This design comes from an exercise in tuning for small area and a short achievable clock period on the open sky130 flow, not from production work. At most, simulation tests tie the RTL to the original design; equivalence was not proved. Power and IR drop assume default switching activity.

// spi_eeprom_responder
module spi_eeprom_responder #(
   parameter int DEPTH  = 256,
   parameter int ADDR_W = 8,
   parameter int PAGE   = 16
) (
   input  logic FCLK_CLK0,
   input  logic RST,
   input  logic i_sclk,
   input  logic i_mosi,
   input  logic i_ss_n,
   output logic o_miso,
   output logic o_miso_oe,
   output logic o_wel,
   output logic o_cmd_err
);
   spi_eeprom_pkg::state_t              r_state, w_state_nx;
   logic [2:0]          r_bit_cnt;
   logic [7:0]          r_shift_in, r_miso_sr;
   logic [15:0]         r_lo, r_hi;    
   logic                r_wel, r_is_write, r_wr_armed, r_cmd_err;
   logic                r_mosi_s1, r_mosi_s2;
   logic [1:0]          r_ld_pipe;
   logic                r_wpend, r_winc;
   logic r_sclk_s1, r_sclk_s2, r_sclk_s3;
   logic r_sel_s1, r_sel_s2, r_sel_s3;
   logic w_sclk_rise, w_sclk_fall;
   logic w_sel, w_ss_rise, w_ss_fall;
   logic w_byte_done;
   logic [7:0] w_byte;
   logic w_set_wel, w_clr_wel, w_cmd_err, w_ld_sts, w_ld_addr;
   logic w_rd_start, w_rd_next, w_wr_next, w_set_wr, w_set_rd;
   always_ff @(posedge FCLK_CLK0) begin
      if (RST) begin
         r_sclk_s1 <= 1'b0;
         r_sclk_s2 <= 1'b0;
         r_sclk_s3 <= 1'b0;
         r_sel_s1  <= 1'b0;
         r_sel_s2  <= 1'b0;
         r_sel_s3  <= 1'b0;
      end else begin
         r_sclk_s1 <= i_sclk;
         r_sclk_s2 <= r_sclk_s1;
         r_sclk_s3 <= r_sclk_s2;
         r_sel_s1  <= ~i_ss_n;
         r_sel_s2  <= r_sel_s1;
         r_sel_s3  <= r_sel_s2;
      end
   end
   assign w_sclk_rise = r_sclk_s2 & ~r_sclk_s3;
   assign w_sclk_fall = ~r_sclk_s2 & r_sclk_s3;
   assign w_sel       = r_sel_s2;
   assign w_ss_rise   = ~r_sel_s2 & r_sel_s3;
   assign w_ss_fall   = r_sel_s2 & ~r_sel_s3;
   assign w_byte      = {r_shift_in[6:0], r_mosi_s2};
   assign w_byte_done = w_sclk_rise & (r_bit_cnt == 3'd7) & w_sel;
   always_ff @(posedge FCLK_CLK0) begin
      if (RST) r_state <= spi_eeprom_pkg::IDLE;
      else     r_state <= w_state_nx;
   end
   always_comb begin
      w_state_nx = r_state;
      w_set_wel  = 1'b0;
      w_clr_wel  = 1'b0;
      w_cmd_err  = 1'b0;
      w_ld_sts   = 1'b0;
      w_ld_addr  = 1'b0;
      w_rd_start = 1'b0;
      w_rd_next  = 1'b0;
  ...
clock: 3.8 ns
lec_check: 0
cap_margin: 20
core_margin: 2
core_utilization: 45
cts_cluster_diameter: 80
cts_cluster_size: 30
place_density: 0.6
setup_slack_margin: 1.7
slew_margin: 20
synth_hierarchical: 1
run.sh (not shown) runs the stock make flow with config.mk's settings and CLKGATE_MAP_FILE= SYNTH_SCRIPT=/design/flow/synth_recipe.tcl, a recipe that flattens the netlist after the stock synthesis.
Change:
CORE_UTILIZATION = 55   (was 45)
PLACE_DENSITY = 0.65   (was 0.6)
SETUP_SLACK_MARGIN = 1.4   (was 1.7)
Result: Synthesized area stays the same; cell count shrinks by about 6%; core utilization climbs by 9.1 points; sequential power hardly moves; setup slack degrades by 0.33 ns; register-to-register slack got worse by 0.33 ns; fmax falls by 13%; wire length drops by about 3%; first-iteration DRC count rises by about 9%; clock power goes down by about 7%; critical path depth is lower by 2.
Function was not checked in any run of this note: the RTL went through the layout flow alone.

* * *

Another version of the RTL of spi_eeprom_responder (not shown whole).
For scale: about 6500 cells after synthesis, roughly 9 I/O pins.
clock: 3.8 ns
lec_check: 0
cap_margin: 20
core_margin: 2
core_utilization: 55
cts_cluster_diameter: 80
cts_cluster_size: 30
place_density: 0.65
setup_slack_margin: 1.7
slew_margin: 20
synth_hierarchical: 1
==> next run, changes <==
SETUP_SLACK_MARGIN = 1.9   (was 1.7)
After rerunning: Synthesized cell count does not change; first-iteration DRC count rises by 12%; via count rises by about 2%; total power rises by 0.51%; core utilization rises by 2.4 points.
No functional check of the RTL was part of any run of this note.

* * *

Another version of the RTL of spi_eeprom_responder (not shown whole).
For scale: ~6400 cells after synthesis, roughly 2200 flip-flops, about 9 I/O pins, roughly 0.069 mm^2 of cells after synthesis.
==> flow/design.v (excerpt) <==
module spi_eeprom_responder #(
   parameter int DEPTH  = 256,
   parameter int ADDR_W = 8,
   parameter int PAGE   = 16
) (
   input  logic FCLK_CLK0,
   input  logic RST,
   input  logic i_sclk,
   input  logic i_mosi,
   input  logic i_ss_n,
   output logic o_miso,
   output logic o_miso_oe,
   output logic o_wel,
   output logic o_cmd_err
);
clock: 3.8 ns
lec_check: 0
cap_margin: 20
core_margin: 2
core_utilization: 55
cts_cluster_diameter: 80
cts_cluster_size: 30
place_density: 0.65
setup_slack_margin: 1.8
slew_margin: 20
synth_hierarchical: 1
The baseline passed the timing, DRC and antenna checks.
Next try:
- CORE_UTILIZATION: 55 -> 45
- PLACE_DENSITY: 0.65 -> 0.6
What happened:
- The new run finished clean
- clock-buffer cell count rises by 12
- setup slack degrades by 35 ps
- first-iteration DRC count falls by about 8%

* * *

## yarrow
spi_eeprom_responder, a different RTL version from the one above (not shown whole).
For scale: about 2200 flip-flops, ~9 I/O pins, roughly 71000 sq um of cells after synthesis.
clock: 3.8 ns
lec_check: 0
cap_margin: 20
core_margin: 2
core_utilization: 50
cts_cluster_diameter: 80
cts_cluster_size: 30
place_density: 0.62
setup_slack_margin: 1.8
slew_margin: 20
synth_hierarchical: 1
> inputs changed (yarrow -> lagoon)
# yarrow
export LEC_CHECK = 0
export CAP_MARGIN = 20
export CORE_MARGIN = 2
export CORE_UTILIZATION = 50
export CTS_CLUSTER_DIAMETER = 80
export CTS_CLUSTER_SIZE = 30
export PLACE_DENSITY = 0.62
export SETUP_SLACK_MARGIN = 1.8
export SLEW_MARGIN = 20
export SYNTH_HIERARCHICAL = 1
create_clock -name core_clock -period 3.8 [get_ports {FCLK_CLK0}]
# lagoon
export LEC_CHECK = 0
export CAP_MARGIN = 20
export CORE_MARGIN = 2
export CORE_UTILIZATION = 55
export CTS_CLUSTER_DIAMETER = 80
export CTS_CLUSTER_SIZE = 30
export PLACE_DENSITY = 0.65
export SETUP_SLACK_MARGIN = 1.8
export SLEW_MARGIN = 20
export SYNTH_HIERARCHICAL = 1
create_clock -name core_clock -period 3.8 [get_ports {FCLK_CLK0}]
## What came out
Looking at worst slack after detailed placement, lagoon sits 8.0 ps higher than yarrow does.
Compared with yarrow, lagoon shows a lower highest fanout seen on the critical path.
Going from yarrow to lagoon, the core utilization was found to have gone up by 5.3 points.
Placed instance area of yarrow is on par with lagoon.
Met3 wirelength from detailed routing: lagoon vs yarrow up 17%
yarrow -> lagoon: post-synthesis cell area delta 0, exact match
lagoon: worst setup slack 15 ps above yarrow
In lagoon, the ratio of cells with drive above 1 in the final layout came out 0.61 points below the value in yarrow.
What juniper does differently from lagoon at the input level:
# lagoon
export LEC_CHECK = 0
export CAP_MARGIN = 20
export CORE_MARGIN = 2
export CORE_UTILIZATION = 55
export CTS_CLUSTER_DIAMETER = 80
export CTS_CLUSTER_SIZE = 30
export PLACE_DENSITY = 0.65
export SETUP_SLACK_MARGIN = 1.8
export SLEW_MARGIN = 20
export SYNTH_HIERARCHICAL = 1
create_clock -name core_clock -period 3.8 [get_ports {FCLK_CLK0}]
# juniper
export LEC_CHECK = 0
export CAP_MARGIN = 20
export CORE_MARGIN = 2
export CORE_UTILIZATION = 45
export CTS_CLUSTER_DIAMETER = 80
export CTS_CLUSTER_SIZE = 30
export PLACE_DENSITY = 0.6
export SETUP_SLACK_MARGIN = 1.8
export SLEW_MARGIN = 20
export SYNTH_HIERARCHICAL = 1
create_clock -name core_clock -period 3.8 [get_ports {FCLK_CLK0}]
==> comparison <==
Timing, DRC, antenna: 0 failures across juniper and lagoon
Between juniper and lagoon, number of non-clock buffers in the layout is higher for juniper, lagoon comes in under that.
[compare] base=lagoon new=juniper: switching share of power climbed 1.1 points; sum of routed wire segments on met1 climbed 9500 um; worst hold slack climbed 87 ps; post-synthesis average cell area barely changed.
In the reports for juniper and lagoon, the larger final period utilization belongs to juniper.
Between juniper and lagoon, the final design area excluding fillers is higher for juniper.
Sort juniper and lagoon by count of placed standard cells including taps, ascending, and lagoon comes first.
Edits applied to the flow inputs when going from juniper to amber:
# juniper
export LEC_CHECK = 0
export CAP_MARGIN = 20
export CORE_MARGIN = 2
export CORE_UTILIZATION = 45
export CTS_CLUSTER_DIAMETER = 80
export CTS_CLUSTER_SIZE = 30
export PLACE_DENSITY = 0.6
export SETUP_SLACK_MARGIN = 1.8
export SLEW_MARGIN = 20
export SYNTH_HIERARCHICAL = 1
create_clock -name core_clock -period 3.8 [get_ports {FCLK_CLK0}]
# amber
export LEC_CHECK = 0
export CAP_MARGIN = 20
export CORE_MARGIN = 2
export CORE_UTILIZATION = 55
export CTS_CLUSTER_DIAMETER = 80
export CTS_CLUSTER_SIZE = 30
export PLACE_DENSITY = 0.65
export SETUP_SLACK_MARGIN = 1.75
export SLEW_MARGIN = 20
export SYNTH_HIERARCHICAL = 1
create_clock -name core_clock -period 3.8 [get_ports {FCLK_CLK0}]
==> comparison <==
amber completed; timing, DRC and antenna clean. Diff juniper..amber | synthesized cell count | unchanged. Clock group power: lower on amber. Delta(utilization, amber - juniper) > 0. amber -> juniper: inverter count of the layout excluding clock inverters delta 0, exact match. Looking at juniper and amber, the via count is a wash. Between juniper and amber, multi-input combinational area share is lower for juniper, amber comes in above that. In amber relative to juniper, switching power of the nets had gone down by a little under 10%.

-- re-timing with driven ports --
The flow's constraints put no driver on any port. The routed layouts listed below were extracted and timed again, unchanged, in two steps. Step 1 (the two cells are an assumption about what drives the block):
set clk [get_ports {FCLK_CLK0}]
set_driving_cell -lib_cell sky130_fd_sc_hd__clkbuf_16 $clk
set_driving_cell -lib_cell sky130_fd_sc_hd__buf_2 [delete_from_list [all_inputs] $clk]
Step 2 also shifts input and output timing later by t, the mid clock arrival at the registers, as if the neighbouring blocks saw the same clock. a / b / c = ideal / step 1 / step 2; a / b = the first two.
run	t, ns	slack for setup (ns)	clock arrival spread, ns	worst register clock-pin slew, ns
the first run of note 1	0.819	1.637 / 1.637 / 1.197	0.047 / 0.048	0.11 / 0.11
the second run of note 1	0.811	1.307 / 1.307 / 1.307	0.041 / 0.041	0.12 / 0.12
the first run of note 2	0.808	1.565 / 1.565 / 1.219	0.040 / 0.040	0.12 / 0.12
the second run of note 2	0.826	1.678 / 1.662 / 1.342	0.046 / 0.046	0.12 / 0.12
the first run of note 3	0.823	1.700 / 1.628 / 1.330	0.044 / 0.044	0.12 / 0.12
the second run of note 3	0.839	1.665 / 1.631 / 1.192	0.059 / 0.060	0.12 / 0.12
yarrow	0.850	1.726 / 1.647 / 1.243	0.052 / 0.052	0.12 / 0.12
lagoon	0.839	1.741 / 1.657 / 1.414	0.048 / 0.047	0.12 / 0.12
juniper	0.845	1.724 / 1.636 / 1.475	0.044 / 0.044	0.12 / 0.12
amber	0.829	1.705 / 1.666 / 1.283	0.045 / 0.045	0.12 / 0.12
After both steps setup and hold are still met in every run listed. For yarrow, which loses most, drivers alone change the setup slack by -0.079 ns; drivers and shift together by -0.483 ns.
